Source: an optimization exercise on an open RTL-to-GDS flow (aim: small area and a short achievable clock period). Production flows keep margins and buffers that such runs may drop.
RTL that was checked went through simulation tests only; none was proved equivalent to the original.
No functional check of the RTL was part of runs 2 to 5.
Power figures rest on the tool's default switching activity, not on a simulated workload.

## flow/config.mk

```make
export PLATFORM = sky130hd
export DESIGN_NAME = csr_unit
export DESIGN_NICKNAME = csr_unit
export VERILOG_FILES = /design/flow/design.v
export SDC_FILE = /design/flow/constraint.sdc
export NUM_CORES = 4
export LEC_CHECK = 0
export CAP_MARGIN = 20
export CORE_MARGIN = 2
export CORE_UTILIZATION = 40
export SLEW_MARGIN = 20
```

## flow/constraint.sdc

```tcl
create_clock -name core_clock -period 3.5 [get_ports {clk_i}]
set_input_delay 0.7000 -clock core_clock [delete_from_list [all_inputs] [get_ports {clk_i}]]
set_output_delay 0.7000 -clock core_clock [all_outputs]
set_load 0.01 [all_outputs]
```

## flow/design.v

```verilog
package csr_pkg;
  typedef logic [32-1:0]   csr_data_t;
  typedef logic [12-1:0] csr_addr_t;
  typedef enum logic [1:0] {
    CSR_OP_READ  = 2'b00,
    CSR_OP_WRITE = 2'b01,
    CSR_OP_SET   = 2'b10,
    CSR_OP_CLEAR = 2'b11
  } csr_op_e;
  typedef struct packed {
    csr_op_e   op;
    csr_addr_t addr;
    csr_data_t wdata;
  } csr_req_t;
  typedef struct packed {
    csr_op_e   op;
    csr_addr_t addr;
    csr_data_t wdata;
    logic      illegal;
  } csr_dec_t;
  typedef struct packed {
    csr_data_t rdata;
    logic      illegal;
  } csr_rsp_t;
  typedef struct packed {
    csr_data_t cause;
    csr_data_t epc;
    csr_data_t tval;
  } trap_info_t;
  function automatic csr_data_t csr_apply(csr_op_e op, csr_data_t old_val, csr_data_t wdata);
    case (op)
      csr_pkg::CSR_OP_WRITE: csr_apply = wdata;
      csr_pkg::CSR_OP_SET:   csr_apply = old_val | wdata;
      csr_pkg::CSR_OP_CLEAR: csr_apply = old_val & ~wdata;
      default:      csr_apply = old_val;
    endcase
  endfunction
endpackage
`timescale 1ns/1ps
module csr_unit (
  input  logic        clk_i,
  input  logic        rst_ni,
  input  logic        req_valid_i,
  output logic        req_ready_o,
  input  logic [1:0]  req_op_i,
  input  logic [11:0] req_addr_i,
  input  logic [31:0] req_wdata_i,
  output logic        rsp_valid_o,
  input  logic        rsp_ready_i,
  output logic [31:0] rsp_rdata_o,
  output logic        rsp_illegal_o,
  input  logic        trap_valid_i,
  input  logic [31:0] trap_cause_i,
  input  logic [31:0] trap_epc_i,
  input  logic [31:0] trap_tval_i,
  input  logic        mret_valid_i,
  input  logic        retire_i,
  output logic [31:0] mtvec_o,
  output logic [31:0] mepc_o,
  output logic        mstatus_mie_o
);
  localparam logic [3:0] S_ZERO     = 4'd0;   
  localparam logic [3:0] S_ILL      = 4'd1;   
  localparam logic [3:0] S_MSTATUS  = 4'd2;
  localparam logic [3:0] S_MISA     = 4'd3;
  localparam logic [3:0] S_MIE      = 4'd4;
  localparam logic [3:0] S_MTVEC    = 4'd5;
  localparam logic [3:0] S_MCNTINH  = 4'd6;
  localparam logic [3:0] S_MSCRATCH = 4'd7;
  localparam logic [3:0] S_MEPC     = 4'd8;
  localparam logic [3:0] S_MCAUSE   = 4'd9;
  localparam logic [3:0] S_MTVAL    = 4'd10;
  localparam logic [3:0] S_MCYCLE   = 4'd11;
  localparam logic [3:0] S_MINSTRET = 4'd12;
  logic        slot_v_q;
  logic [1:0]  op_q;
  logic [3:0]  sel_q;
  logic [31:0] wdata_q;
  logic        rsp_v_q;
  logic [31:0] rsp_rdata_q;
  logic        rsp_ill_q;
  logic        stage_ready;
  logic        commit;
  logic        is_rd;
  logic [3:0]  sel_d;
  assign stage_ready = !rsp_v_q || rsp_ready_i;
  assign req_ready_o = !slot_v_q || stage_ready;
  assign commit      = slot_v_q && stage_ready;
  assign is_rd = (req_op_i == csr_pkg::CSR_OP_READ);
  always_comb begin
    case (req_addr_i)
      12'h300:       sel_d = S_MSTATUS;
      12'h301:          sel_d = is_rd ? S_MISA : S_ILL;
      12'h304:           sel_d = S_MIE;
      12'h305:         sel_d = S_MTVEC;
      12'h320: sel_d = S_MCNTINH;
      12'h340:      sel_d = S_MSCRATCH;
      12'h341:          sel_d = S_MEPC;
      12'h342:        sel_d = S_MCAUSE;
      12'h343:         sel_d = S_MTVAL;
      12'hB00:        sel_d = S_MCYCLE;
      12'hB02:      sel_d = S_MINSTRET;
      12'hF11,
      12'hF12,
      12'hF13,
      12'hF14:       sel_d = is_rd ? S_ZERO : S_ILL;
      default:                 sel_d = S_ILL;
    endcase
  end
  always_ff @(posedge clk_i or negedge rst_ni) begin
    if (!rst_ni) begin
      slot_v_q <= 1'b0;
    end else if (req_ready_o) begin
      slot_v_q <= req_valid_i;
    end
  end
  always_ff @(posedge clk_i) begin
    if (req_ready_o) begin
      op_q    <= req_op_i;
      sel_q   <= sel_d;
      wdata_q <= req_wdata_i;
    end
  end
  logic        mstatus_mie_q;
  logic        mstatus_mpie_q;
  logic [31:0] mie_q;
  logic        mie_set_q;
  logic [31:2] mtvec_q;
  logic [31:0] mscratch_q;
  logic        mscratch_set_q;
  logic [31:2] mepc_q;
  logic [31:0] mcause_q;
  logic        mcause_set_q;
  logic [31:0] mtval_q;
  logic        mtval_set_q;
  logic [31:0] mcycle_q;
  logic [31:0] minstret_q;
  logic        cy_inhibit_q;
  logic        ir_inhibit_q;
  logic [31:0] rdata;
  always_comb begin
    rdata = '0;
    case (sel_q)
      S_MSTATUS: begin
        rdata[3]  = mstatus_mie_q;
        rdata[7] = mstatus_mpie_q;
      end
      S_MISA:     rdata = 32'h4000_0100;
      S_MIE:      rdata = mie_set_q ? mie_q : '0;
      S_MTVEC:    rdata = {mtvec_q, 2'b00};
      S_MCNTINH: begin
        rdata[0] = cy_inhibit_q;
        rdata[2] = ir_inhibit_q;
      end
      S_MSCRATCH: rdata = mscratch_set_q ? mscratch_q : '0;
      S_MEPC:     rdata = {mepc_q, 2'b00};
      S_MCAUSE:   rdata = mcause_set_q ? mcause_q : '0;
      S_MTVAL:    rdata = mtval_set_q ? mtval_q : '0;
      S_MCYCLE:   rdata = mcycle_q;
      S_MINSTRET: rdata = minstret_q;
      default:    rdata = '0;
    endcase
  end
  always_ff @(posedge clk_i or negedge rst_ni) begin
    if (!rst_ni) begin
      rsp_v_q <= 1'b0;
    end else if (stage_ready) begin
      rsp_v_q <= slot_v_q;
    end
  end
  always_ff @(posedge clk_i) begin
    if (stage_ready) begin
      rsp_rdata_q <= rdata;
      rsp_ill_q   <= (sel_q == S_ILL);
    end
  end
  assign rsp_valid_o   = rsp_v_q;
  assign rsp_rdata_o   = rsp_rdata_q;
  assign rsp_illegal_o = rsp_ill_q;
  logic        wr;
  logic [31:0] wr_val;
  logic        we_mstatus, we_mie, we_mtvec, we_mcntinh, we_mscratch;
  logic        we_mepc, we_mcause, we_mtval, we_mcycle, we_minstret;
  assign wr     = commit && (op_q != csr_pkg::CSR_OP_READ);
  assign wr_val = csr_pkg::csr_apply(csr_pkg::csr_op_e'(op_q), rdata, wdata_q);
  assign we_mstatus  = wr && (sel_q == S_MSTATUS);
  assign we_mie      = wr && (sel_q == S_MIE);
  assign we_mtvec    = wr && (sel_q == S_MTVEC);
  assign we_mcntinh  = wr && (sel_q == S_MCNTINH);
  assign we_mscratch = wr && (sel_q == S_MSCRATCH);
  assign we_mepc     = wr && (sel_q == S_MEPC);
  assign we_mcause   = wr && (sel_q == S_MCAUSE);
  assign we_mtval    = wr && (sel_q == S_MTVAL);
  assign we_mcycle   = wr && (sel_q == S_MCYCLE);
  assign we_minstret = wr && (sel_q == S_MINSTRET);
  always_ff @(posedge clk_i or negedge rst_ni) begin
    if (!rst_ni) begin
      mstatus_mie_q  <= 1'b0;
      mstatus_mpie_q <= 1'b0;
    end else if (trap_valid_i) begin
      mstatus_mpie_q <= mstatus_mie_q;
      mstatus_mie_q  <= 1'b0;
    end else if (mret_valid_i) begin
      mstatus_mie_q  <= mstatus_mpie_q;
      mstatus_mpie_q <= 1'b1;
    end else if (we_mstatus) begin
      mstatus_mie_q  <= wr_val[3];
      mstatus_mpie_q <= wr_val[7];
    end
  end
  always_ff @(posedge clk_i or negedge rst_ni) begin
    if (!rst_ni) begin
      mtvec_q <= '0;
    end else if (we_mtvec) begin
      mtvec_q <= wr_val[31:2];
    end
  end
  always_ff @(posedge clk_i or negedge rst_ni) begin
    if (!rst_ni) begin
      mepc_q <= '0;
    end else if (trap_valid_i) begin
      mepc_q <= trap_epc_i[31:2];
    end else if (we_mepc) begin
      mepc_q <= wr_val[31:2];
    end
  end
  always_ff @(posedge clk_i or negedge rst_ni) begin
    if (!rst_ni) begin
      mie_set_q      <= 1'b0;
      mscratch_set_q <= 1'b0;
      mcause_set_q   <= 1'b0;
      mtval_set_q    <= 1'b0;
    end else begin
      if (we_mie)                     mie_set_q      <= 1'b1;
      if (we_mscratch)                mscratch_set_q <= 1'b1;
      if (trap_valid_i || we_mcause)  mcause_set_q   <= 1'b1;
      if (trap_valid_i || we_mtval)   mtval_set_q    <= 1'b1;
    end
  end
  always_ff @(posedge clk_i) begin
    if (we_mie)      mie_q      <= wr_val;
    if (we_mscratch) mscratch_q <= wr_val;
    if (trap_valid_i) begin
      mcause_q <= trap_cause_i;
      mtval_q  <= trap_tval_i;
    end else begin
      if (we_mcause) mcause_q <= wr_val;
      if (we_mtval)  mtval_q  <= wr_val;
    end
  end
  always_ff @(posedge clk_i or negedge rst_ni) begin
    if (!rst_ni) begin
      mcycle_q     <= '0;
      minstret_q   <= '0;
      cy_inhibit_q <= 1'b0;
      ir_inhibit_q <= 1'b0;
    end else begin
      if (we_mcycle) begin
        mcycle_q <= wr_val;
      end else if (!cy_inhibit_q) begin
        mcycle_q <= mcycle_q + 32'd1;
      end
      if (we_minstret) begin
        minstret_q <= wr_val;
      end else if (retire_i && !ir_inhibit_q) begin
        minstret_q <= minstret_q + 32'd1;
      end
      if (we_mcntinh) begin
        cy_inhibit_q <= wr_val[0];
        ir_inhibit_q <= wr_val[2];
      end
    end
  end
  assign mtvec_o       = {mtvec_q, 2'b00};
  assign mepc_o        = {mepc_q, 2'b00};
  assign mstatus_mie_o = mstatus_mie_q;
endmodule
```

## flow/run.sh

```bash
#!/bin/bash
# synth_recipe.tcl (not shown) runs the flow's synth.tcl, then flattens the netlist and writes it again
# the make line also repeats each setting of config.mk as NAME=value (left out here)
make -C /OpenROAD-flow-scripts/flow DESIGN_CONFIG=/design/flow/config.mk WORK_HOME=/design/flow/orfs CLKGATE_MAP_FILE= SYNTH_SCRIPT=/design/flow/synth_recipe.tcl finish
```

==> run notes, run 1 <==
CP Data Arrival Time - 3.50 ns
Initial drt markers - 1,220
DR DRC count - 0
PwrDens - 542.9 nW/um^2
Pre-CTS setup slack - 0.4363 ns
Layout cell share with drive strength beyond 1 - 0.1001
Max Clock Skew - 0.01546 ns
Clock Latency Late Sink - 0.56 ns
FF/Latch Area - 9329 um^2
Clk slew on worst S/H paths - 0.06 ns
Max Cap Viol - 0
Num rows - 76
Synth Register Bits - 333
Crit. Startpoint - sel_q[0]$_DFFE_PP_
Vias in the first global route - 14,198
RSZ-0062 raised after global routing - false
Final core occ - 0.5043
Starting Density - 0.4024
Global placement routability congestion - 0.9338
Worst Hold Class - input port to async pin
Worst-path maximum fanout - 15
Core area - 42,790 um^2
Root buf cell - clkbuf_16
Total CTS buffers - 38
Final hold viol count - 0
Via-to-Cell Ratio - 5.995
CTS tree - yes
Relative slew slack - 0.4505
DRT Pass-1 Iters - 6
GRT overflow - 0
Critical Setup Path Class - flip-flop to flip-flop
Fmax - 319.5 MHz
Crit path time final - 3.130 ns
Post-cts resize count - 0
Slew @ Worst Pin - 0.8242 ns
Asr flop ratio synth - 0.4024
Post-synth EDFFs - 199
Setup violators final - 0
Final slew viol count - 0
Worst r2r src - sel_q[0]$_DFFE_PP_
Period utilisation layout - 0.8942
Total global-route track usage - 0.2672
Post-CTS Setup Inserts - 0
Sink Count - 333
Crit path launch type - flip-flop
Clk buf depth - 3
Area Growth Syn to Fin - 25.31%
Syn Area/Cell - 10.89 um^2
Overall power - 11.72 mW
Cells after Synth - 1,581
NumNets Final - 1,961
Placed inst area - 20,410 um^2
Final Cell Area - 21,580 um^2
Outcome - finished clean
CP Capture Type - flip-flop
Inst Count DP - 2,316
Post-route ant nets - 0
Largest net degree at the start of global routing - 77
Via count - 14,303
Filler instances - 3,919
Boundary Pins - 249
Die height - 211.5 um
Highest ir drop seen on vdd - 0.2791 mV
Area of the multi-input gates - 7301 um^2
Yosys Warn Count - 1
Buffers on Ports - 242
Post-route insts no fill - 2,386
Hold-fix buffers at CTS - 0
Cell area after synthesis - 17,220 um^2
Htree depth - 2
Avg WL per Cell - 25.26 um
Global-route wire length before repair - 88,690 um
CP required - 3.87 ns
DPL Wire Length - 42,000 um
Register area share after synthesis - 0.5417
Initial antenna violation count - 0
Routed wire length - 60,270 um
Setup ws final - 0.3703 ns
Main flop type after synthesis - edfxtp_1
Die Wd - 211.5 um
Die area - 44,730 um^2
Unique masters post-synth - 85
Leak - 8.057 nW
[through the flow]
stage / TNS (ns) / hold WS [ns]
2_1_floorplan: -34.51 / 0.4044
3_3_place_gp: 0 / 0.4820
3_5_place_dp: 0 / 0.5142
4_1_cts: 0 / 0.1428
5_1_grt: 0 / 0.1757
6_report: 0 / 0.1331
[worst paths after layout]
check	endpoint	slack (ns)	cells past startpoint
worst max-delay path	mcause_q[20]$_DFFE_PP_	0.37	7
worst min-delay path	slot_v_q$_DFFE_PN0P_	0.13	1
worst max register to register	mcause_q[20]$_DFFE_PP_	0.37	7
worst min register to register	mstatus_mpie_q$_DFFE_PN0P_	0.53	2
max in group asynchronous	mcycle_q[23]$_DFFE_PN0P_	2.57	2
min in group core_clock	mstatus_mpie_q$_DFFE_PN0P_	0.53	2
[power by group]
group	total (mW)	internal (mW)	switching (mW)
Clock	3.83	2.21	1.63
Sequential	5.36	4.75	0.611
Combinational	2.52	1.20	1.32
Total	11.7	8.16	3.55
[cell type report]
| cell class | count | area share |
|---|---|---|
| well taps | 546 | 0.03166 |
| flip-flops and latches | 333 | 0.4323 |
| multi-input cells | 1103 | 0.3383 |
| repair buffers | 306 | 0.1385 |
| diodes | 1 | 0.0001160 |
| clock inverters | 17 | 0.006668 |
| clock buffers | 52 | 0.04749 |
| inverters | 28 | 0.004871 |
[cell families (layout without fill, tap and decap cells)]
family / after synthesis / in the layout / synth area share
and+or+nand+nor: 584 / 584 / 0.1883
AOI/OAI and AO/OA: 398 / 398 / 0.1703
DFF: 333 / 333 / 0.5417
buffers and inverters: 148 / 403 / 0.03778
xor gates and xnor gates: 93 / 93 / 0.04730
muxes: 22 / 22 / 0.01293
adders and majority gates: 2 / 2 / 0.001453
other: 1 / 5 / 0.0002178
[worst max-delay path, stage by stage (launching register included)]
cell and delay, ns:
edfxtp_1 0.61, buf_4 0.31, nor4b_1 0.37, and2_1 0.60, buf_4 0.34, a22oi_1 0.13
and4b_1 0.34, o31ai_1 0.24
[flip-flops by register name (all words and copies together), names as in the netlist, 2 cells and up]
register     cells
mtval_q         32
mie_q           32
wdata_q         32
op_q             2
mepc_q          30
mcause_q        32
mcycle_q        32
mtvec_q         30
mscratch_q      32
rsp_rdata_q     32
sel_q            4
minstret_q      32
[cells in the mapped netlist (6+ instances only)]
cell | number | area [um^2]
edfxtp_1 | 199 | 5976
and4b_1 | 11 | 110.1
a22oi_1 | 71 | 533.0
nor2_1 | 79 | 296.5
a32oi_1 | 6 | 52.55
and2_1 | 44 | 275.3
clkbuf_1 | 70 | 262.8
o21ai_0 | 56 | 280.3
o31ai_1 | 62 | 465.5
a221o_1 | 18 | 180.2
a22o_1 | 26 | 227.7
nand2_1 | 205 | 769.5
and3_1 | 19 | 118.9
nand3_1 | 52 | 260.3
nand2b_1 | 11 | 68.82
buf_4 | 7 | 52.55
xnor2_1 | 68 | 595.6
dfrtp_1 | 134 | 3353
inv_1 | 26 | 97.59
or2_2 | 20 | 125.1
a21oi_1 | 26 | 130.1
and4_1 | 13 | 113.9
nand4b_1 | 8 | 70.07
nand3b_1 | 7 | 52.55
nor4b_4 | 12 | 285.3
nor4_1 | 15 | 93.84
nor2b_1 | 10 | 62.56
xor2_1 | 25 | 219.0
a211o_1 | 9 | 78.83
a32o_1 | 10 | 100.1
nand4_1 | 21 | 131.4
buf_2 | 36 | 180.2
o22ai_1 | 63 | 394.1
nor3_1 | 23 | 115.1
mux2i_1 | 20 | 200.2
nor4b_1 | 6 | 52.55
[layout by cell type (no fill, tap or decap), types with 7 or more instances in the layout]
cell type,instances
edfxtp_1,199
xnor2_1,68
buf_4,58
mux2i_1,20
nor4b_4,12
and4_1,13
clkdlybuf4s50_1,240
a22oi_1,71
nand2b_1,10
nor4_1,15
nand4_1,21
a21oi_1,25
o21ai_0,54
xor2_1,25
nand4b_1,8
a221o_1,18
inv_1,26
nand3b_1,7
o22ai_1,63
and4b_1,11
nand3_1,52
nor2_1,75
nand2_1,205
nor3_1,23
buf_12,7
clkbuf_16,39
or2_2,20
and3_1,19
a211o_1,9
dfrtp_1,134
and2_1,44
o31ai_1,62
clkbuf_1,13
a22o_1,26
nor2b_1,10
clkinv_2,9
a32o_1,10
[per-layer routing]
layer | global-route usage | vias to the layer above | share of wire
met5 | 0 | - | 0
met1 | 0.3703 | 7101 | 0.43
met4 | 0.09835 | 0 | 0.032
met2 | 0.4212 | 654 | 0.46
met3 | 0.04658 | 114 | 0.078
li1 | - | 6434 | -
==> inputs of run 2 (changes only) <==
--- a/flow/design.v
+++ b/flow/design.v
@@ -59,22 +59,22 @@
   output logic [31:0] mepc_o,
   output logic        mstatus_mie_o
 );
-  localparam logic [3:0] S_ZERO     = 4'd0;   
-  localparam logic [3:0] S_ILL      = 4'd1;   
-  localparam logic [3:0] S_MSTATUS  = 4'd2;
-  localparam logic [3:0] S_MISA     = 4'd3;
-  localparam logic [3:0] S_MIE      = 4'd4;
-  localparam logic [3:0] S_MTVEC    = 4'd5;
-  localparam logic [3:0] S_MCNTINH  = 4'd6;
-  localparam logic [3:0] S_MSCRATCH = 4'd7;
-  localparam logic [3:0] S_MEPC     = 4'd8;
-  localparam logic [3:0] S_MCAUSE   = 4'd9;
-  localparam logic [3:0] S_MTVAL    = 4'd10;
-  localparam logic [3:0] S_MCYCLE   = 4'd11;
-  localparam logic [3:0] S_MINSTRET = 4'd12;
+  localparam int N_SEL      = 12;
+  localparam int S_ILL      = 0;    
+  localparam int S_MSTATUS  = 1;
+  localparam int S_MISA     = 2;
+  localparam int S_MIE      = 3;
+  localparam int S_MTVEC    = 4;
+  localparam int S_MCNTINH  = 5;
+  localparam int S_MSCRATCH = 6;
+  localparam int S_MEPC     = 7;
+  localparam int S_MCAUSE   = 8;
+  localparam int S_MTVAL    = 9;
+  localparam int S_MCYCLE   = 10;
+  localparam int S_MINSTRET = 11;
   logic        slot_v_q;
   logic [1:0]  op_q;
-  logic [3:0]  sel_q;
+  logic [N_SEL-1:0] sel_q;
   logic [31:0] wdata_q;
   logic        rsp_v_q;
   logic [31:0] rsp_rdata_q;
@@ -82,29 +82,30 @@
   logic        stage_ready;
   logic        commit;
   logic        is_rd;
-  logic [3:0]  sel_d;
+  logic [N_SEL-1:0] sel_d;
   assign stage_ready = !rsp_v_q || rsp_ready_i;
   assign req_ready_o = !slot_v_q || stage_ready;
   assign commit      = slot_v_q && stage_ready;
   assign is_rd = (req_op_i == csr_pkg::CSR_OP_READ);
   always_comb begin
+    sel_d = '0;
     case (req_addr_i)
-      12'h300:       sel_d = S_MSTATUS;
-      12'h301:          sel_d = is_rd ? S_MISA : S_ILL;
-      12'h304:           sel_d = S_MIE;
-      12'h305:         sel_d = S_MTVEC;
-      12'h320: sel_d = S_MCNTINH;
-      12'h340:      sel_d = S_MSCRATCH;
-      12'h341:          sel_d = S_MEPC;
-      12'h342:        sel_d = S_MCAUSE;
-      12'h343:         sel_d = S_MTVAL;
-      12'hB00:        sel_d = S_MCYCLE;
-      12'hB02:      sel_d = S_MINSTRET;
+      12'h300:       sel_d[S_MSTATUS]  = 1'b1;
+      12'h301:          if (is_rd) sel_d[S_MISA] = 1'b1; else sel_d[S_ILL] = 1'b1;
+      12'h304:           sel_d[S_MIE]      = 1'b1;
+      12'h305:         sel_d[S_MTVEC]    = 1'b1;
+      12'h320: sel_d[S_MCNTINH]  = 1'b1;
+      12'h340:      sel_d[S_MSCRATCH] = 1'b1;
+      12'h341:          sel_d[S_MEPC]     = 1'b1;
+      12'h342:        sel_d[S_MCAUSE]   = 1'b1;
+      12'h343:         sel_d[S_MTVAL]    = 1'b1;
+      12'hB00:        sel_d[S_MCYCLE]   = 1'b1;
+      12'hB02:      sel_d[S_MINSTRET] = 1'b1;
       12'hF11,
       12'hF12,
       12'hF13,
-      12'hF14:       sel_d = is_rd ? S_ZERO : S_ILL;
-      default:                 sel_d = S_ILL;
+      12'hF14:       if (!is_rd) sel_d[S_ILL] = 1'b1;
+      default:                 sel_d[S_ILL] = 1'b1;
     endcase
   end
   always_ff @(posedge clk_i or negedge rst_ni) begin
@@ -140,26 +141,20 @@
   logic [31:0] rdata;
   always_comb begin
     rdata = '0;
-    case (sel_q)
-      S_MSTATUS: begin
-        rdata[3]  = mstatus_mie_q;
-        rdata[7] = mstatus_mpie_q;
-      end
-      S_MISA:     rdata = 32'h4000_0100;
-      S_MIE:      rdata = mie_set_q ? mie_q : '0;
-      S_MTVEC:    rdata = {mtvec_q, 2'b00};
-      S_MCNTINH: begin
-        rdata[0] = cy_inhibit_q;
-        rdata[2] = ir_inhibit_q;
-      end
-      S_MSCRATCH: rdata = mscratch_set_q ? mscratch_q : '0;
-      S_MEPC:     rdata = {mepc_q, 2'b00};
-      S_MCAUSE:   rdata = mcause_set_q ? mcause_q : '0;
-      S_MTVAL:    rdata = mtval_set_q ? mtval_q : '0;
-      S_MCYCLE:   rdata = mcycle_q;
-      S_MINSTRET: rdata = minstret_q;
-      default:    rdata = '0;
-    endcase
+    rdata[3]  = sel_q[S_MSTATUS] & mstatus_mie_q;
+    rdata[7] = sel_q[S_MSTATUS] & mstatus_mpie_q;
+    rdata[0] = sel_q[S_MCNTINH] & cy_inhibit_q;
+    rdata[2] = sel_q[S_MCNTINH] & ir_inhibit_q;
+    rdata = rdata
+          | ({32{sel_q[S_MISA]}} & 32'h4000_0100)
+          | ({32{sel_q[S_MIE] & mie_set_q}} & mie_q)
+          | ({32{sel_q[S_MTVEC]}} & {mtvec_q, 2'b00})
+          | ({32{sel_q[S_MSCRATCH] & mscratch_set_q}} & mscratch_q)
+          | ({32{sel_q[S_MEPC]}} & {mepc_q, 2'b00})
+          | ({32{sel_q[S_MCAUSE] & mcause_set_q}} & mcause_q)
+          | ({32{sel_q[S_MTVAL] & mtval_set_q}} & mtval_q)
+          | ({32{sel_q[S_MCYCLE]}} & mcycle_q)
+          | ({32{sel_q[S_MINSTRET]}} & minstret_q);
   end
   always_ff @(posedge clk_i or negedge rst_ni) begin
     if (!rst_ni) begin
@@ -171,7 +166,7 @@
   always_ff @(posedge clk_i) begin
     if (stage_ready) begin
       rsp_rdata_q <= rdata;
-      rsp_ill_q   <= (sel_q == S_ILL);
+      rsp_ill_q   <= sel_q[S_ILL];
     end
   end
   assign rsp_valid_o   = rsp_v_q;
@@ -183,16 +178,16 @@
   logic        we_mepc, we_mcause, we_mtval, we_mcycle, we_minstret;
   assign wr     = commit && (op_q != csr_pkg::CSR_OP_READ);
   assign wr_val = csr_pkg::csr_apply(csr_pkg::csr_op_e'(op_q), rdata, wdata_q);
-  assign we_mstatus  = wr && (sel_q == S_MSTATUS);
-  assign we_mie      = wr && (sel_q == S_MIE);
-  assign we_mtvec    = wr && (sel_q == S_MTVEC);
-  assign we_mcntinh  = wr && (sel_q == S_MCNTINH);
-  assign we_mscratch = wr && (sel_q == S_MSCRATCH);
-  assign we_mepc     = wr && (sel_q == S_MEPC);
-  assign we_mcause   = wr && (sel_q == S_MCAUSE);
-  assign we_mtval    = wr && (sel_q == S_MTVAL);
-  assign we_mcycle   = wr && (sel_q == S_MCYCLE);
-  assign we_minstret = wr && (sel_q == S_MINSTRET);
+  assign we_mstatus  = wr && sel_q[S_MSTATUS];
+  assign we_mie      = wr && sel_q[S_MIE];
+  assign we_mtvec    = wr && sel_q[S_MTVEC];
+  assign we_mcntinh  = wr && sel_q[S_MCNTINH];
+  assign we_mscratch = wr && sel_q[S_MSCRATCH];
+  assign we_mepc     = wr && sel_q[S_MEPC];
+  assign we_mcause   = wr && sel_q[S_MCAUSE];
+  assign we_mtval    = wr && sel_q[S_MTVAL];
+  assign we_mcycle   = wr && sel_q[S_MCYCLE];
+  assign we_minstret = wr && sel_q[S_MINSTRET];
   always_ff @(posedge clk_i or negedge rst_ni) begin
     if (!rst_ni) begin
       mstatus_mie_q  <= 1'b0;
==> run 2 against run 1 <==
Against the previous run: still clean on timing, DRC and antenna; sequential power rose by 13%; routed wire length fell by 4.0%; clock skew fell by 0.0029 ns; count of clock-buffer cells in the layout rose by 9.
==> run notes, run 2 <==
Outcome - finished clean
Final slew viol count - 0
Setup violators final - 0
Layout cell share with drive strength beyond 1 - 0.1142
Global placement routability congestion - 0.9286
Sink Count - 341
Buffers on Ports - 242
Sw Ratio - 0.3246
Asr flop ratio synth - 0.3930
Total CTS buffers - 39
CP Data Arrival Time - 2.18 ns
Routed wire length - 57,870 um
Cell area after synthesis - 16,390 um^2
Die Wd - 206.4 um
Buffer and inverter count on the worst path - 2
NumNets Final - 1,856
Register area share after synthesis - 0.5837
Final Cell Area - 21,020 um^2
Pre-CTS setup slack - 0.4461 ns
CP required - 2.80 ns
Max Cap Viol - 0
Total global-route track usage - 0.2725
Most frequent cells in the layout - 240 x clkdlybuf4s50_1, 207 x edfxtp_1, 134 x dfrtp_1
Max Clock Skew - 0.01258 ns
Setup ws final - 0.6239 ns
Unique masters post-synth - 64
Fmax - 347.7 MHz
Period utilisation layout - 0.8217
Synth Register Bits - 341
Leak - 7.916 nW
Post-CTS Setup Inserts - 0
Worst r2r src - sel_q[11]$_DFFE_PP_
Slew @ Worst Pin - 0.9087 ns
Inserted Diodes - 0
Part of the power in the clock network - 0.288
Post-synth EDFFs - 207
PwrDens - 653.3 nW/um^2
Hold Slack - 0.1341 ns
Root buf cell - clkbuf_16
Yosys Warn Count - 1
Placed inst area - 19,810 um^2
Num rows - 74
Relative slew slack - 0.3942
Total Neg Setup Slack - 0 ns
Cell-internal power - 9.273 mW
Main flop type after synthesis - edfxtp_1
RSZ-0062 raised after global routing - false
Crit path launch type - input port
CP Capture Type - primary output
Area Growth Syn to Fin - 28.19%
DRT Pass-1 Iters - 6
Crit path time final - 2.876 ns
Most used cell, CP - clkdlybuf4s50_1
Initial antenna violation count - 0
Critical-path top delay cell - clkdlybuf4s50_1
Inst Count DP - 2,196
CTS tree - yes
Global-route wire length before repair - 83,980 um
DPL Wire Length - 41,790 um
Slowest Stage Delay on Critical Path - 0.63 ns
Avg WL per Cell - 25.54 um
Highest ir drop seen on vdd - 0.3405 mV
Critical-path cell list - clkdlybuf4s50_1 > nand3b_1 > clkdlybuf4s50_1
Hold-fix buffers at CTS - 0
Clock Latency Late Sink - 0.56 ns
Worst Hold Class - input port to async pin
Synth top cells by count - 207 x edfxtp_1, 134 x dfrtp_1, 133 x nand3_1, 123 x nand2_1, 93 x nor2_1
Synth top area cells - edfxtp_1 38%, dfrtp_1 20%, nand3_1 4.1%
Initial drt markers - 1,331
Worst reg-to-reg path cell count - 6
Cells after Synth - 1,446
Syn Area/Cell - 11.34 um^2
Post-synthesis cell type with the largest combined area - edfxtp_1
Overall power - 13.73 mW
Most common cell after layout, fill and taps aside - clkdlybuf4s50_1
Flop pwr share - 0.442
Critical Setup Path Class - input port to primary output
Vias in the first global route - 12,586
Core area - 40,650 um^2
Worst R2R End - mcause_q[15]$_DFFE_PP_
Final hold viol count - 0
Post-cts resize count - 0
Via count - 13,227
CP Depth - 3
Largest net degree at the start of global routing - 72
Clk buf depth - 3
Worst-path maximum fanout - 4
Crit path max-delay family - buffers and inverters
GRT overflow - 0
Post-route ant nets - 0
Starting Density - 0.4033
Gate power share - 0.270
FF-to-FF setup slack - 0.71 ns
Die height - 206.4 um
P_sw - 4.457 mW
DR DRC count - 0
Post-route insts no fill - 2,266
Final core occ - 0.5170
Boundary Pins - 249
Top cell type's share of synthesized area - 0.3792
Htree depth - 2
Die area - 42,620 um^2
Via-to-Cell Ratio - 5.837
Clk slew on worst S/H paths - 0.06 ns
Most common cell in the netlist - edfxtp_1
[run 2: power groups by stage]
stage          Sequential [mW]  Combinational, mW  Clock [mW]
2_1_floorplan             5.92               1.87           0
3_3_place_gp              6.12               3.61           0
3_5_place_dp              6.13               3.66           0
4_1_cts                   6.06               3.68        4.01
5_1_grt                   6.18               3.99        4.18
6_report                  6.07               3.71        3.95
[run 2: final cells by class]
cell class / count / area, um^2
Multi-Input combinational cell: 986 / 6346
Clock buffer: 61 / 1129
Sequential cell: 341 / 9569
Timing Repair Buffer: 321 / 3164
Fill cell: 3530 / 19630
Tap cell: 532 / 665.6
Inverter: 16 / 60.06
Clock inverter: 9 / 81.33
[run 2: logic make-up (layout without fill, tap and decap cells)]
| kind of cell | Yosys count | after routing | share of synthesized area |
|---|---|---|---|
| DFF | 341 | 341 | 0.5837 |
| xor gates and xnor gates | 95 | 95 | 0.05076 |
| and+or+nand+nor | 531 | 531 | 0.1688 |
| muxes | 71 | 71 | 0.04648 |
| AOI/OAI and AO/OA | 283 | 283 | 0.1182 |
| buffers and inverters | 122 | 407 | 0.03038 |
| other | 1 | 4 | 0.0002288 |
| adders and majority gates | 2 | 2 | 0.001526 |
[run 2: worst max path at each step]
stage	start	to	slack [ns]
finish	rsp_ready_i	req_ready_o	0.62
global route	rsp_ready_i	req_ready_o	0.61
CTS	rsp_ready_i	req_ready_o	0.58
detailed placement	rsp_ready_i	minstret_q[11]$_DFFE_PN0P_	0.45
global placement	rsp_ready_i	minstret_q[20]$_DFFE_PN0P_	0.44
floorplan	rsp_ready_i	mie_q[0]$_DFFE_PP_	0.27
[run 2: layer usage]
layer / GRT usage / part of all wire / up-vias
met1: 0.3987 / 0.43 / 6679
met4: 0.06990 / 0.023 / 0
li1: - / - / 5895
met2: 0.4127 / 0.45 / 584
met5: 0 / 0 / -
met3: 0.05487 / 0.090 / 69
[run 2: worst reg2reg max path, stage by stage (launching register included)]
cell	delay (ns)
edfxtp_1	0.76
a22oi_1	0.81
nand4_1	0.25
a2bb2oi_1	0.20
buf_4	0.22
nor2b_1	0.15
a21o_1	0.17
==> inputs of run 3 (changes only) <==
--- a/flow/config.mk
+++ b/flow/config.mk
@@ -8,4 +8,5 @@
 export CAP_MARGIN = 20
 export CORE_MARGIN = 2
 export CORE_UTILIZATION = 40
+export SETUP_SLACK_MARGIN = 1.4
 export SLEW_MARGIN = 20
==> run 3 against run 2 <==
Against the previous run: still clean; register-to-register slack improved by 0.56 ns; worst hold slack worse by 0.013 ns; clock skew fell by 0.0030 ns; count of clock-buffer cells in the layout fell by 8; core utilization is 3.9 points higher; routed wire length increased by 4.2%; clock power is 2% higher; via count rose by 3.5%; critical path type is now flip-flop to flip-flop.
==> run notes, run 3 <==
Outcome - finished clean
GRT overflow - 0
Simple-gate share of the synthesized area - 0.1688
Slew @ Worst Pin - 0.6809 ns
Area Growth Syn to Fin - 37.89%
Relative slew slack - 0.5419
Clk buf depth - 3
Cell area after synthesis - 16,390 um^2
Setup violators final - 0
Filler instances - 3,459
CP required - 3.79 ns
Core area - 40,650 um^2
Worst Hold Class - input port to async pin
Yosys Warn Count - 1
Routed wire length - 60,320 um
Period utilisation layout - 0.6362
Top cell type's share of synthesized area - 0.3792
Post-synthesis cell type with the largest combined area - edfxtp_1
PwrDens - 631.4 nW/um^2
Via count - 13,696
Asr flop ratio synth - 0.3930
Critical Setup Path Class - flip-flop to flip-flop
Most common cell after layout, fill and taps aside - edfxtp_1
Inst Count DP - 2,183
Crit path time final - 2.227 ns
Buffers on Ports - 242
Die Wd - 206.4 um
Clock Latency Late Sink - 0.53 ns
NumNets Final - 1,955
Critical-path top delay cell - a222oi_1
Register area share after synthesis - 0.5837
Met3 Wirelength - 5462 um
Post-synth EDFFs - 207
Syn Area/Cell - 11.34 um^2
Num rows - 74
DR DRC count - 0
WL met1 - 25,130 um
DRT Pass-1 Iters - 8
Sink Count - 341
Post-Synth Adder-Cell Area - 0.001526
Most common cell in the netlist - edfxtp_1
Synth Area in Compound Gates - 0.1181
Post-route ant nets - 0
Most frequent cells in the layout - 207 x edfxtp_1, 140 x clkdlybuf4s50_1, 132 x nand3_1
Htree depth - 2
Post-route insts no fill - 2,367
Starting Density - 0.4033
Total Neg Setup Slack - 0 ns
Crit path launch type - flip-flop
FF-to-FF setup slack - 1.27 ns
Top layer reached by signal wires - met4
Initial drt markers - 1,413
Worst-path maximum fanout - 6
Multiplexer area fraction after synthesis - 0.04648
RSZ-0062 raised after global routing - true
Final hold viol count - 0
Slowest Stage Delay on Critical Path - 0.46 ns
Synth Register Bits - 341
Cells after Synth - 1,446
Max Cap Viol - 0
Final core occ - 0.5561
Total global-route track usage - 0.2729
Die height - 206.4 um
Global-route wire length before repair - 84,790 um
Max Clock Skew - 0.009613 ns
CP Capture Type - flip-flop
Via-to-Cell Ratio - 5.786
Total CTS buffers - 39
Main flop type after synthesis - edfxtp_1
Die area - 42,620 um^2
CTS tree - yes
Largest family of logic cells by synthesized area - simple AND/OR/NAND/NOR gates
Initial antenna violation count - 1
Critical-path cell list - buf_6 > buf_12 > a222oi_1 > and3_1 > a22oi_1 > buf_4 > nor2b_4 > a21o_1
Final slew viol count - 0
Clk slew on worst S/H paths - 0.06 ns
Unique masters post-synth - 64
Met2 WL post-DR - 27,740 um
Largest net degree at the start of global routing - 82
Highest ir drop seen on vdd - 0.3666 mV
Layout cell share with drive strength beyond 1 - 0.2176
Synth top area cells - edfxtp_1 38%, dfrtp_1 20%, nand3_1 4.1%
Leak - 8.970 nW
Hold-fix buffers at CTS - 0
Vias in the first global route - 13,056
Overall power - 14.27 mW
CP Data Arrival Time - 2.51 ns
DPL Wire Length - 41,040 um
Global placement routability congestion - 0.9330
Fmax - 449.1 MHz
Root buf cell - clkbuf_16
Avg WL per Cell - 25.48 um
Synth top cells by count - 207 x edfxtp_1, 134 x dfrtp_1, 133 x nand3_1, 123 x nand2_1, 93 x nor2_1
Boundary Pins - 249
XOR/XNOR share of the synthesized area - 0.05076
## run 3: changes by cell type in the layout (fill, tap and decap cells not counted), moves of 13 or more
cell	before	now
buf_4	68	126
dlygate4sd2_1	0	88
buf_6	1	25
a22oi_1	32	17
a22oi_2	0	15
dfrtp_2	0	13
dfrtp_1	134	120
clkdlybuf4s50_1	240	140
## run 3: final cells by class
cell class                 count  area, um^2  share of cell area
clock inverter                18       151.4            0.006697
multi-input combinational    987        6883              0.3045
timing repair buffer         419        4138              0.1830
antenna                        1       2.502           0.0001107
tap                          532       665.6             0.02945
sequential                   341        9589              0.4242
clock buffer                  53        1111             0.04915
inverter                      16       65.06            0.002878
## run 3: layer usage
metal,vias to the layer above,global-route usage
met5,-,0
met4,0,0.09082
met3,103,0.04667
met2,667,0.4212
met1,6813,0.3896
li1,6113,-
## run 3: final timing paths
kind	startpoint	endpoint	cells past startpoint
min reg2reg	sel_q[0]$_DFFE_PP_	rsp_ill_q$_DFFE_PN_	0
max in group asynchronous	rst_ni	mie_set_q$_DFFE_PN0P_	2
min	rst_ni	mepc_q[19]$_DFFE_PN0P_	1
max	sel_q[7]$_DFFE_PP_	mcause_q[7]$_DFFE_PP_	8
min in group core_clock	sel_q[0]$_DFFE_PP_	rsp_ill_q$_DFFE_PN_	0
max reg2reg	sel_q[7]$_DFFE_PP_	mcause_q[7]$_DFFE_PP_	8
## run 3: through the flow
stage	setup WS, ns	hold slack (ns)	cell area, um^2
global route	1.253	0.1677	22600
finish	1.273	0.1208	22610
floorplan	0.8903	0.4003	16420
global placement	0.6487	0.4143	19690
CTS	1.224	0.1566	21730
detailed placement	0.6497	0.4279	19690
## run 3: report_power, final
part           internal (mW)  switching, mW  leakage (nW)
combinational           1.99           2.18          4.79
sequential              5.20          0.857          3.56
clock                   2.38           1.67         0.624
## run 3: logic make-up (layout without fill, tap and decap cells)
| group | Yosys count | in the layout |
|---|---|---|
| simple gates | 531 | 532 |
| flops | 341 | 341 |
| compound gates | 283 | 283 |
| buf+inv | 122 | 506 |
| xor+xnor | 95 | 95 |
| mux | 71 | 71 |
| fa+ha+maj | 2 | 2 |
| other cells | 1 | 5 |
## run 3: worst max-delay path, delay by kind of cell, from the launching register on
kind,cells,cell delay (ns)
buf+inv,3,0.47
compound gates,3,0.72
simple gates,2,0.42
flops,1,0.37
## run 3: what timing repair did
action | in CTS | in global routing
gates cloned | 2 | 5
gates resized for setup | 170 | 106
pin swaps | 26 | 40
buffers inserted | 62 | 43
endpoints found under the setup margin | 425 | 221
==> inputs of run 4 (changes only) <==
==> flow/flow/run.sh (new file) <==
#!/bin/bash
cp standard.sh std_copy.log
export BUFFER_PORTS_ARGS="-buffer_cell sky130_fd_sc_hd__buf_1"
bash standard.sh > standard_flow.log 2>&1
==> flow/standard.sh (new file) <==
#!/bin/bash
# synth_recipe.tcl (not shown) runs the flow's synth.tcl, then flattens the netlist and writes it again
# the make line also repeats each setting of config.mk as NAME=value (left out here)
make -C /OpenROAD-flow-scripts/flow DESIGN_CONFIG=/design/flow/config.mk WORK_HOME=/design/flow/orfs CLKGATE_MAP_FILE= SYNTH_SCRIPT=/design/flow/synth_recipe.tcl "${@:-finish}"
--- a/flow/config.mk
+++ b/flow/config.mk
@@ -8,5 +8,4 @@
 export CAP_MARGIN = 20
 export CORE_MARGIN = 2
 export CORE_UTILIZATION = 40
-export SETUP_SLACK_MARGIN = 1.4
 export SLEW_MARGIN = 20
removed: flow/run.sh
==> run 4 against run 3 <==
Against the previous run: core utilization is 7.9 points lower; clock skew is 0.0042 ns higher; critical endpoint is now mtval_q[29]$_DFFE_PP_; fmax is 27% lower; routed wire length is 6.8% lower; register-to-register slack worse by 0.83 ns; sequential power hardly changed; setup slack worse by 0.83 ns; combinational power is 23% lower; critical path depth is 2 lower; non-clock buffer count is 102 lower.
==> run notes, run 4 <==
Clk buf depth - 3
Post-route insts no fill - 2,263
Vias in the first global route - 12,491
Synth top cells by count - 207 x edfxtp_1, 134 x dfrtp_1, 133 x nand3_1, 123 x nand2_1, 93 x nor2_1
DRT Pass-1 Iters - 8
Max Cap Viol - 0
Boundary Pins - 249
Main flop type after synthesis - edfxtp_1
Worst r2r src - sel_q[4]$_DFFE_PP_
Crit path time final - 3.054 ns
HP Start - req_wdata_i[0]
Inst Count DP - 2,191
Htree depth - 2
Filler instances - 3,767
Final hold viol count - 0
PwrDens - 678.3 nW/um^2
CP Data Arrival Time - 3.35 ns
Final core occ - 0.4767
DR DRC count - 0
Layout cell share with drive strength beyond 1 - 0.1082
Initial drt markers - 1,392
Initial antenna violation count - 1
Clock Latency Late Sink - 0.55 ns
Setup violators final - 0
Worst reg-to-reg path cell count - 6
Die Wd - 206.4 um
Leak - 7.199 nW
Slowest Stage Delay on Critical Path - 0.81 ns
Post-route ant nets - 0
Most used cell, CP - buf_4
Syn Area/Cell - 11.34 um^2
Critical-path top delay cell - edfxtp_1
Total Neg Setup Slack - 0 ns
Most common cell in the netlist - edfxtp_1
Avg WL per Cell - 24.84 um
Post-synthesis cell type with the largest combined area - edfxtp_1
Total global-route track usage - 0.2630
Via-to-Cell Ratio - 5.807
Final slew viol count - 0
Post-synth EDFFs - 207
Relative slew slack - 0.2897
Top cell type's share of synthesized area - 0.3792
Post-cts resize count - 0
Largest net degree at the start of global routing - 116
Synth Register Bits - 341
RSZ-0062 raised after global routing - false
Die height - 206.4 um
Critical Setup Path Class - flip-flop to flip-flop
Outcome - finished clean
Via count - 13,142
Yosys Warn Count - 1
Routed wire length - 56,210 um
Hold-fix buffers at CTS - 1
Crit. Startpoint - sel_q[4]$_DFFE_PP_
Worst Hold Class - input port to flip-flop
Asr flop ratio synth - 0.3930
Synth top area cells - edfxtp_1 38%, dfrtp_1 20%, nand3_1 4.1%
Worst-path maximum fanout - 20
Area Growth Syn to Fin - 18.20%
Starting Density - 0.4033
Critical-path cell list - buf_4 > a22o_1 > a221oi_1 > a31oi_1 > buf_4 > mux2_2
NumNets Final - 1,852
Global placement routability congestion - 0.9881
Global-route wire length before repair - 81,610 um
Most frequent cells in the layout - 240 x buf_1, 207 x edfxtp_1, 134 x dfrtp_1
Register area share after synthesis - 0.5837
CTS tree - yes
Hold Crit Depth - 1
CP Capture Type - flip-flop
Clk slew on worst S/H paths - 0.06 ns
Post-CTS Setup Inserts - 0
Most common cell after layout, fill and taps aside - buf_1
Cells after Synth - 1,446
Highest ir drop seen on vdd - 0.3238 mV
Slew @ Worst Pin - 1.065 ns
Hold Slack - 0.3242 ns
Root buf cell - clkbuf_16
Core area - 40,650 um^2
Max Clock Skew - 0.01381 ns
Sink Count - 341
Unique masters post-synth - 64
Die area - 42,620 um^2
Period utilisation layout - 0.8726
Crit path launch type - flip-flop
GRT overflow - 0
Buffers on Ports - 242
Num rows - 74
Cell area after synthesis - 16,390 um^2
DPL Wire Length - 40,560 um
CP required - 3.80 ns
Overall power - 13.14 mW
Fmax - 327.4 MHz
Total CTS buffers - 39
run 4: final timing paths:
path / endpoint / slack (ns)
worst max-delay path: mtval_q[29]$_DFFE_PP_ / 0.45
worst min-delay path: wdata_q[0]$_DFFE_PP_ / 0.32
worst max register to register: mtval_q[29]$_DFFE_PP_ / 0.45
worst min register to register: rsp_ill_q$_DFFE_PN_ / 0.44
max in group asynchronous: minstret_q[1]$_DFFE_PN0P_ / 2.00
min in group asynchronous: mepc_q[11]$_DFFE_PN0P_ / 0.56
run 4: cells by family (layout without fill, tap and decap cells):
family,Yosys count,in the layout,share of synthesized area
compound gates,283,283,0.1182
xor+xnor,95,95,0.05076
fa+ha+maj,2,2,0.001526
buf+inv,122,401,0.03038
flops,341,341,0.5837
mux,71,71,0.04648
other cells,1,7,0.0002288
simple gates,531,531,0.1688
run 4: metrics by stage:
| stage | area [um^2] | setup WS, ns |
|---|---|---|
| after floorplan | 16400 | 0.2664 |
| after global placement | 18190 | 0.6062 |
| after detailed placement | 18190 | 0.5755 |
| after CTS | 19370 | 0.5683 |
| after global routing | 19370 | 0.3935 |
| final | 19380 | 0.4459 |
run 4: area by class of cell:
type                    count  area (um^2)  area share
well taps                 532        665.6     0.03435
clock buffers              58         1130     0.05831
flip-flops and latches    341         9569      0.4938
clock inverters            10        42.54    0.002195
inverters                  16        60.06    0.003099
repair buffers            317         1556     0.08033
multi-input cells         986         6346      0.3275
diodes                      3        7.507   0.0003874
run 4: worst max-delay path, delay by kind of cell, from the launching register on:
family	cells	cell delay (ns)
AO/OA/AOI/OAI	3	1.14
buffers and inverters	2	0.58
flip-flops	1	0.81
multiplexers	1	0.25
run 4: report_power, final:
group          switching (mW)  internal [mW]
clock network            1.62           2.22
registers               0.891           5.19
logic                    1.90           1.31
total                    4.42           8.73
run 4: layer usage:
metal  wire, um  vias to the layer above  global-route usage
met5          0                        -                   0
met2      24940                      626              0.3920
met1      24490                     6545              0.3760
li1           -                     5880                   -
met3       4928                       91             0.05708
met4       1850                        0             0.09592
==> inputs of run 5 (changes only) <==
--- a/flow/config.mk
+++ b/flow/config.mk
@@ -8,4 +8,6 @@
 export CAP_MARGIN = 20
 export CORE_MARGIN = 2
 export CORE_UTILIZATION = 40
+export CTS_BUF_LIST = sky130_fd_sc_hd__clkbuf_4
+export SETUP_SLACK_MARGIN = 1.5
 export SLEW_MARGIN = 20
==> run 5 against run 4 <==
Against the previous run: still clean on timing, DRC and antenna; sequential power fell by 1%; die area did not move; core utilization rose by 7.0 points; worst hold slack got worse by 0.25 ns; flip-flop and latch count did not move; final cell count rose by 11%; non-clock buffer count rose by 164; combinational power rose by 46%; critical endpoint is now mcause_q[28]$_DFFE_PP_; largest cell class unchanged.
==> run notes, run 5 <==
Synth top area cells - edfxtp_1 38%, dfrtp_1 20%, nand3_1 4.1%
Sw Ratio - 0.3392
Die height - 206.4 um
Sink Count - 341
Die area - 42,620 um^2
Clk buf depth - 3
Highest ir drop seen on vdd - 0.2355 mV
Cells after Synth - 1,446
CP Data Arrival Time - 2.80 ns
XOR/XNOR share of the synthesized area - 0.05076
Post-synth EDFFs - 207
Routed wire length - 60,050 um
Setup ws final - 1.224 ns
Pre-CTS setup slack - 0.8142 ns
CP Capture Type - flip-flop
Cell area after synthesis - 16,390 um^2
Filler instances - 3,527
Crit. Startpoint - sel_q[4]$_DFFE_PP_
Critical-path cell list - buf_4 > buf_8 > buf_12 > a22o_4 > a221oi_2 > buf_4 > a31oi_1 > buf_4 > mux2_2
P_sw - 4.929 mW
Buffers on Ports - 242
Cell-internal power - 9.601 mW
Post-Synth Adder-Cell Area - 0.001526
Via-to-Cell Ratio - 5.747
Syn Area/Cell - 11.34 um^2
Global-route wire length before repair - 85,950 um
Boundary Pins - 249
Post-synthesis cell type with the largest combined area - edfxtp_1
Area Growth Syn to Fin - 35.46%
Worst r2r src - sel_q[4]$_DFFE_PP_
Synth Area in Compound Gates - 0.1181
Outcome - finished clean
Synth top cells by count - 207 x edfxtp_1, 134 x dfrtp_1, 133 x nand3_1, 123 x nand2_1, 93 x nor2_1
Final slew viol count - 0
CTS tree - yes
Num rows - 74
Most common cell after layout, fill and taps aside - edfxtp_1
Total CTS buffers - 92
DR DRC count - 0
Buffer and inverter count on the worst path - 5
Most frequent cells in the layout - 207 x edfxtp_1, 169 x buf_4, 151 x clkbuf_4
Initial antenna violation count - 3
Max Cap Viol - 0
Slowest Stage Delay on Critical Path - 0.41 ns
GRT overflow - 0
Crit path launch type - flip-flop
Synth Register Bits - 341
Slew @ Worst Pin - 0.8280 ns
Multiplexer area fraction after synthesis - 0.04648
Setup violators final - 0
PwrDens - 654.3 nW/um^2
Total global-route track usage - 0.2761
Most used cell, CP - buf_4
Max Clock Skew - 0.06119 ns
Largest net degree at the start of global routing - 135
Unique masters post-synth - 64
Top cell type's share of synthesized area - 0.3792
Core area - 40,650 um^2
Part of the power in the clock network - 0.263
Asr flop ratio synth - 0.3930
Placed inst area - 18,210 um^2
Htree depth - 3
DPL Wire Length - 40,440 um
Post-route ant nets - 0
NumNets Final - 2,069
Worst-path maximum fanout - 8
Root buf cell - clkbuf_4
Vias in the first global route - 13,963
Final Cell Area - 22,210 um^2
Gate power share - 0.323
Crit path max-delay family - buffers and inverters
Yosys Warn Count - 1
Avg WL per Cell - 23.80 um
Starting Density - 0.4033
Worst Hold Class - input port to async pin
Simple-gate share of the synthesized area - 0.1688
CP required - 4.03 ns
Relative slew slack - 0.4480
Largest family of logic cells by synthesized area - simple AND/OR/NAND/NOR gates
Hold-fix buffers at CTS - 0
Most common cell in the netlist - edfxtp_1
Critical-path top delay cell - edfxtp_1
Clk slew on worst S/H paths - 0.08 ns
Critical Setup Path Class - flip-flop to flip-flop
Clock Latency Late Sink - 0.80 ns
RSZ-0062 raised after global routing - true
Crit path time final - 2.276 ns
Initial drt markers - 1,272
Total Neg Setup Slack - 0 ns
Register area share after synthesis - 0.5837
Via count - 14,499
Final core occ - 0.5463
Global placement routability congestion - 0.9233
Flop pwr share - 0.414
Layout cell share with drive strength beyond 1 - 0.3551
Die Wd - 206.4 um
Main flop type after synthesis - edfxtp_1
Period utilisation layout - 0.6504
DRT Pass-1 Iters - 6
Leak - 8.868 nW
Fmax - 439.3 MHz
Final hold viol count - 0
## run 5: cell counts after synthesis
No cell type changed its count.
## run 5: final cells by class
cell class | count | area [um^2] | area share
multi-input combinational | 986 | 7136 | 0.3213
inverter | 16 | 67.56 | 0.003043
tap | 532 | 665.6 | 0.02998
clock inverter | 15 | 135.1 | 0.006085
timing repair buffer | 481 | 3480 | 0.1567
antenna | 3 | 7.507 | 0.0003381
sequential | 341 | 9597 | 0.4322
clock buffer | 149 | 1119 | 0.05037
## run 5: final timing paths
path                                              end  slack, ns  cells past startpoint
hold reg to reg                   rsp_ill_q$_DFFE_PN_       0.43                      0
setup / recovery               mcause_q[28]$_DFFE_PP_       1.22                      9
min in group core_clock         wdata_q[27]$_DFFE_PP_       0.09                      1
max in group asynchronous  minstret_q[13]$_DFFE_PN0P_       2.76                      2
hold / removal                  mepc_q[3]$_DFFE_PN0P_       0.07                      2
setup reg to reg               mcause_q[28]$_DFFE_PP_       1.22                      9
## run 5: through the flow
stage | cells | total power [mW] | hold slack, ns
after global routing | 2521 | 15.18 | 0.06361
after floorplan | 1449 | 7.791 | 0.4003
after detailed placement | 2189 | 9.314 | 0.4152
final | 2523 | 14.53 | 0.07364
after global placement | 2189 | 9.236 | 0.4166
after CTS | 2483 | 14.00 | 0.03831
## run 5: power groups by stage
stage / logic (mW) / registers [mW] / clock network [mW]
after floorplan: 1.87 / 5.92 / 0
after global placement: 3.12 / 6.11 / 0
after detailed placement: 3.17 / 6.14 / 0
after CTS: 4.14 / 5.97 / 3.89
after global routing: 4.99 / 6.10 / 4.10
final: 4.69 / 6.02 / 3.83
## run 5: metal layers
| layer | global-route usage | part of all wire | vias to the layer above |
|---|---|---|---|
| li1 | - | - | 6405 |
| met1 | 0.3850 | 0.42 | 7200 |
| met2 | 0.4222 | 0.45 | 748 |
| met3 | 0.05314 | 0.087 | 144 |
| met4 | 0.1133 | 0.039 | 2 |
| met5 | 0 | 0.00022 | - |
## run 5: timing repair
action / 4_1_cts / 5_1_grt
pin swaps: 46 / 34
buffers inserted: 128 / 36
endpoints found under the setup margin: 489 / 326
cloned: 2 / 1
resized for setup: 225 / 198
## run 5: cells by family (layout without fill, tap and decap cells)
group / count (synthesis) / count (layout)
xor+xnor: 95 / 95
other cells: 1 / 7
flops: 341 / 341
compound gates: 283 / 283
buf+inv: 122 / 661
fa+ha+maj: 2 / 2
simple gates: 531 / 531
mux: 71 / 71
==> inputs of run 6 (changes only) <==
--- a/flow/design.v
+++ b/flow/design.v
@@ -172,12 +172,13 @@
   assign rsp_valid_o   = rsp_v_q;
   assign rsp_rdata_o   = rsp_rdata_q;
   assign rsp_illegal_o = rsp_ill_q;
-  logic        wr;
-  logic [31:0] wr_val;
+  logic        wr, op_w, op_s, op_c;
   logic        we_mstatus, we_mie, we_mtvec, we_mcntinh, we_mscratch;
   logic        we_mepc, we_mcause, we_mtval, we_mcycle, we_minstret;
-  assign wr     = commit && (op_q != csr_pkg::CSR_OP_READ);
-  assign wr_val = csr_pkg::csr_apply(csr_pkg::csr_op_e'(op_q), rdata, wdata_q);
+  assign wr   = commit && (op_q != csr_pkg::CSR_OP_READ);
+  assign op_w = (op_q == csr_pkg::CSR_OP_WRITE);
+  assign op_s = (op_q == csr_pkg::CSR_OP_SET);
+  assign op_c = (op_q == csr_pkg::CSR_OP_CLEAR);
   assign we_mstatus  = wr && sel_q[S_MSTATUS];
   assign we_mie      = wr && sel_q[S_MIE];
   assign we_mtvec    = wr && sel_q[S_MTVEC];
@@ -188,6 +189,32 @@
   assign we_mtval    = wr && sel_q[S_MTVAL];
   assign we_mcycle   = wr && sel_q[S_MCYCLE];
   assign we_minstret = wr && sel_q[S_MINSTRET];
+  function automatic logic [31:0] upd(input logic [31:0] old, input logic we,
+                                      input logic old_valid);
+    logic kill, clr, set;
+    kill = we && (op_w || !old_valid);
+    clr  = we && op_c;
+    set  = we && (op_w || op_s);
+    upd  = (old & ~({32{kill}} | ({32{clr}} & wdata_q))) | ({32{set}} & wdata_q);
+  endfunction
+  logic [31:0] mstatus_w;
+  logic [31:0] mstatus_n;
+  logic [31:0] mcntinh_w;
+  logic [31:0] mcntinh_n;
+  logic [31:0] mtvec_n;
+  logic [31:0] mepc_n;
+  always_comb begin
+    mstatus_w = '0;
+    mstatus_w[3]  = mstatus_mie_q;
+    mstatus_w[7] = mstatus_mpie_q;
+    mcntinh_w    = '0;
+    mcntinh_w[0] = cy_inhibit_q;
+    mcntinh_w[2] = ir_inhibit_q;
+  end
+  assign mstatus_n = upd(mstatus_w, we_mstatus, 1'b1);
+  assign mcntinh_n = upd(mcntinh_w, we_mcntinh, 1'b1);
+  assign mtvec_n   = upd({mtvec_q, 2'b00}, we_mtvec, 1'b1);
+  assign mepc_n    = upd({mepc_q, 2'b00}, we_mepc, 1'b1);
   always_ff @(posedge clk_i or negedge rst_ni) begin
     if (!rst_ni) begin
       mstatus_mie_q  <= 1'b0;
@@ -198,25 +225,18 @@
     end else if (mret_valid_i) begin
       mstatus_mie_q  <= mstatus_mpie_q;
       mstatus_mpie_q <= 1'b1;
-    end else if (we_mstatus) begin
-      mstatus_mie_q  <= wr_val[3];
-      mstatus_mpie_q <= wr_val[7];
+    end else begin
+      mstatus_mie_q  <= mstatus_n[3];
+      mstatus_mpie_q <= mstatus_n[7];
     end
   end
   always_ff @(posedge clk_i or negedge rst_ni) begin
     if (!rst_ni) begin
       mtvec_q <= '0;
-    end else if (we_mtvec) begin
-      mtvec_q <= wr_val[31:2];
-    end
-  end
-  always_ff @(posedge clk_i or negedge rst_ni) begin
-    if (!rst_ni) begin
-      mepc_q <= '0;
-    end else if (trap_valid_i) begin
-      mepc_q <= trap_epc_i[31:2];
-    end else if (we_mepc) begin
-      mepc_q <= wr_val[31:2];
+      mepc_q  <= '0;
+    end else begin
+      mtvec_q <= mtvec_n[31:2];
+      mepc_q  <= trap_valid_i ? trap_epc_i[31:2] : mepc_n[31:2];
     end
   end
   always_ff @(posedge clk_i or negedge rst_ni) begin
@@ -233,16 +253,14 @@
     end
   end
   always_ff @(posedge clk_i) begin
-    if (we_mie)      mie_q      <= wr_val;
-    if (we_mscratch) mscratch_q <= wr_val;
-    if (trap_valid_i) begin
-      mcause_q <= trap_cause_i;
-      mtval_q  <= trap_tval_i;
-    end else begin
-      if (we_mcause) mcause_q <= wr_val;
-      if (we_mtval)  mtval_q  <= wr_val;
-    end
-  end
+    mie_q      <= upd(mie_q, we_mie, mie_set_q);
+    mscratch_q <= upd(mscratch_q, we_mscratch, mscratch_set_q);
+    mcause_q   <= trap_valid_i ? trap_cause_i : upd(mcause_q, we_mcause, mcause_set_q);
+    mtval_q    <= trap_valid_i ? trap_tval_i  : upd(mtval_q, we_mtval, mtval_set_q);
+  end
+  logic [31:0] cnt_wv;
+  assign cnt_wv = csr_pkg::csr_apply(csr_pkg::csr_op_e'(op_q),
+                                     sel_q[S_MCYCLE] ? mcycle_q : minstret_q, wdata_q);
   always_ff @(posedge clk_i or negedge rst_ni) begin
     if (!rst_ni) begin
       mcycle_q     <= '0;
@@ -251,19 +269,17 @@
       ir_inhibit_q <= 1'b0;
     end else begin
       if (we_mcycle) begin
-        mcycle_q <= wr_val;
+        mcycle_q <= cnt_wv;
       end else if (!cy_inhibit_q) begin
         mcycle_q <= mcycle_q + 32'd1;
       end
       if (we_minstret) begin
-        minstret_q <= wr_val;
+        minstret_q <= cnt_wv;
       end else if (retire_i && !ir_inhibit_q) begin
         minstret_q <= minstret_q + 32'd1;
       end
-      if (we_mcntinh) begin
-        cy_inhibit_q <= wr_val[0];
-        ir_inhibit_q <= wr_val[2];
-      end
+      cy_inhibit_q <= mcntinh_n[0];
+      ir_inhibit_q <= mcntinh_n[2];
     end
   end
   assign mtvec_o       = {mtvec_q, 2'b00};
==> run 6 against run 5 <==
Against the previous run: global-route usage hardly changed; flip-flop and latch count unchanged; still clean on timing, DRC and antenna; non-clock buffer count decreased by 3; die area increased by 4.1%; area after synthesis increased by 4.2%; core utilization increased by 0.16 points; critical path depth is 5 lower; critical path type is now flip-flop to primary output; sequential share of layout area fell by 7.2 points; sequential power increased by 7.0%.
==> run notes, run 6 <==
Outcome - finished clean
Avg WL per Cell - 24.15 um
FF-to-FF setup slack - 1.22 ns
Worst-path maximum fanout - 2
Relative slew slack - 0.3558
Vias in the first global route - 16,043
Clk buf depth - 3
Routed wire length - 67,550 um
Total CTS buffers - 96
DPL Wire Length - 39,480 um
Final Cell Area - 23,040 um^2
Synth top cells by count - 338 x nand2_1, 144 x clkbuf_1, 134 x dfrtp_1, 128 x dfxtp_1, 118 x o21ai_0
Post-synthesis cell type with the largest combined area - dfrtp_1
Most frequent cells in the layout - 212 x nand2_1, 149 x buf_1, 143 x clkbuf_4
PwrDens - 616.5 nW/um^2
Die Wd - 210.6 um
Critical Setup Path Class - flip-flop to primary output
XOR/XNOR share of the synthesized area - 0.03026
Max Clock Skew - 0.06348 ns
Slew @ Worst Pin - 0.9663 ns
Largest family of logic cells by synthesized area - compound AO/OA/AOI/OAI gates
Final hold viol count - 0
Synth Register Bits - 341
Num rows - 75
CP Capture Type - primary output
Initial drt markers - 1,894
Post-route insts no fill - 2,797
Yosys Warn Count - 1
Filler instances - 3,800
Highest ir drop seen on vdd - 0.3507 mV
Post-synth EDFFs - 79
Hold Crit Depth - 1
Area Growth Syn to Fin - 34.89%
Post-route ant nets - 0
CP required - 2.80 ns
Synth Area in Compound Gates - 0.2248
Cell area after synthesis - 17,080 um^2
Root buf cell - clkbuf_4
Period utilisation layout - 0.6881
Largest net degree at the start of global routing - 100
Global-route wire length before repair - 94,150 um
Leak - 9.282 nW
Post-Synth Adder-Cell Area - 0.004396
NumNets Final - 2,329
DR DRC count - 0
Die area - 44,360 um^2
Buffers on Ports - 242
Boundary Pins - 249
Unique masters post-synth - 60
Slowest Stage Delay on Critical Path - 0.35 ns
Most common cell after layout, fill and taps aside - nand2_1
Clk slew on worst S/H paths - 0.07 ns
Critical-path cell list - nor2b_4 > buf_8 > nand2_8 > buf_6
GRT overflow - 0
Worst reg-to-reg path cell count - 11
Syn Area/Cell - 9.621 um^2
Final slew viol count - 0
Simple-gate share of the synthesized area - 0.1618
Total Neg Setup Slack - 0 ns
Htree depth - 3
Core area - 42,040 um^2
Clock Latency Late Sink - 0.88 ns
Critical-path top delay cell - dfrtp_1
Initial antenna violation count - 1
CP Data Arrival Time - 1.71 ns
Worst Hold Class - input port to flip-flop
Worst R2R End - mcause_q[16]$_DFF_P_
Total global-route track usage - 0.2765
Fmax - 415.2 MHz
Top cell type's share of synthesized area - 0.1964
Crit path launch type - flip-flop
Layout cell share with drive strength beyond 1 - 0.2877
Register area share after synthesis - 0.4853
Cells after Synth - 1,775
Crit path time final - 2.408 ns
DRT Pass-1 Iters - 7
Main flop type after synthesis - dfrtp_1
HP Start - req_wdata_i[2]
Asr flop ratio synth - 0.3930
Synth top area cells - dfrtp_1 20%, dfxtp_1 15%, edfxtp_1 14%
Worst hold endpoint - wdata_q[2]$_DFFE_PP_
Via-to-Cell Ratio - 6.092
Max Cap Viol - 0
RSZ-0062 raised after global routing - true
Setup violators final - 0
Die height - 210.6 um
Most common cell in the netlist - nand2_1
Worst r2r src - op_q[0]$_DFFE_PP_
CTS tree - yes
Multiplexer area fraction after synthesis - 0.04586
Via count - 17,039
Sink Count - 341
Starting Density - 0.4062
Inst Count DP - 2,432
Placed inst area - 18,470 um^2
Global placement routability congestion - 0.9097
==> run 6: changes by cell type after synthesis, moves of 46 or more <==
| cell | change |
|---|---|
| clkbuf_1 | +66 |
| o21ai_0 | +74 |
| nor2_1 | -71 |
| a32oi_1 | +92 |
| mux2i_1 | +46 |
| a32o_1 | +94 |
| dfxtp_1 | +128 |
| nand2_1 | +215 |
| edfxtp_1 | -128 |
| nand3_1 | -75 |
==> run 6: worst max-delay path, delay by kind of cell, from the launching register on <==
family / cells / cell delay [ns]
buffers and inverters: 2 / 0.27
DFF: 1 / 0.35
and+or+nand+nor: 2 / 0.26
==> run 6: worst max path at each step <==
stage / end / start / slack (ns) / depth (start not counted)
after global placement: minstret_q[4]$_DFFE_PN0P_ / rsp_ready_i / 0.68 / 7
after CTS: req_ready_o / rsp_v_q$_DFFE_PN0N_ / 1.05 / 4
final: req_ready_o / rsp_v_q$_DFFE_PN0N_ / 1.09 / 4
after detailed placement: minstret_q[4]$_DFFE_PN0P_ / rsp_ready_i / 0.66 / 7
after global routing: req_ready_o / rsp_v_q$_DFFE_PN0N_ / 1.05 / 4
after floorplan: mtval_q[23]$_DFF_P_ / rsp_ready_i / 1.44 / 8
==> run 6: through the flow <==
step | hold slack, ns | power (mW) | setup WS, ns | util
after global placement | 0.4069 | 9.173 | 0.6784 | 0.4393
after floorplan | 0.4003 | 8.112 | 1.438 | -
final | 0.03963 | 14.20 | 1.092 | 0.5479
after CTS | 0.0005351 | 13.75 | 1.052 | 0.5043
after detailed placement | 0.4061 | 9.284 | 0.6567 | 0.4393
after global routing | 0.02811 | 14.91 | 1.050 | 0.5479
==> run 6: timing repair <==
| item | CTS | global route |
|---|---|---|
| gates cloned | 9 | 16 |
| endpoints found under the setup margin | 360 | 349 |
| setup buffers | 76 | 46 |
| pin swaps | 5 | 268 |
| hold buffers | 35 | 0 |
| resized for setup | 127 | 428 |
| endpoints found under the hold margin | 73 | 0 |
==> run 6: cells by family after synthesis <==
group	count (synthesis)
simple gates	582
compound gates	513
flops	341
buf+inv	195
mux	78
xor+xnor	59
fa+ha+maj	6
other cells	1
==> run 6: layout make-up <==
type                    count  area [um^2]  area share
multi-input cells        1249         8956      0.3888
flip-flops and latches    341         8300      0.3603
repair buffers            478         3784      0.1642
clock buffers             141         1059     0.04595
well taps                 539        674.4     0.02928
clock inverters            39        227.7    0.009885
inverters                   8        30.03    0.001304
diodes                      2        5.005   0.0002173
==> run 6: power breakdown <==
group	switching, mW	internal, mW
logic	1.77	2.09
registers	1.26	5.18
clock network	1.82	2.07
total	4.86	9.34
==> run 6: layer usage <==
metal,share of wire,global-route usage,vias to the layer above
met3,0.090,0.06185,182
li1,-,-,7605
met1,0.41,0.3597,8332
met5,0,0,-
met2,0.46,0.4436,920
met4,0.038,0.1190,0

re-timing with driven ports:
In the flow no input, the clock included, has a driving cell. The finished layouts below were timed again as built, in two steps.
Step 1, drivers: a clkbuf_16 drives clk_i and a buf_2 each remaining input, both assumed.
Step 2 moves the port delays by t, midway between the first and last clock arrival at a register: inputs arrive t later, outputs are due t later. That takes back most of the time a late clock gives input paths.
Slacks: ideal ports / drivers / drivers and shift; pairs: ideal ports / drivers.
| run | t, ns | slack for setup (ns) | worst hold slack (ns) | worst setup path at the end |
|---|---|---|---|---|
| run 1 | 0.605 | 0.370 / 0.370 / 0.370 | 0.133 / 0.122 / 0.529 | register to register |
| run 2 | 0.604 | 0.624 / 0.601 / 0.432 | 0.134 / 0.118 / 0.430 | input to register |
| run 3 | 0.582 | 1.273 / 1.273 / 0.954 | 0.121 / 0.102 / 0.443 | input to register |
| run 4 | 0.593 | 0.446 / 0.446 / 0.446 | 0.324 / 0.298 / 0.445 | register to register |
| run 5 | 0.819 | 1.224 / 1.224 / 0.764 | 0.074 / 0.044 / 0.434 | input to register |
| run 6 | 0.905 | 1.092 / 1.037 / 0.944 | 0.040 / 0.009 / 0.419 | input to register |
After both steps setup and hold are still met in every run listed. For run 5, which loses most, drivers alone change the setup slack by 0.000 ns; drivers and shift together by -0.460 ns.
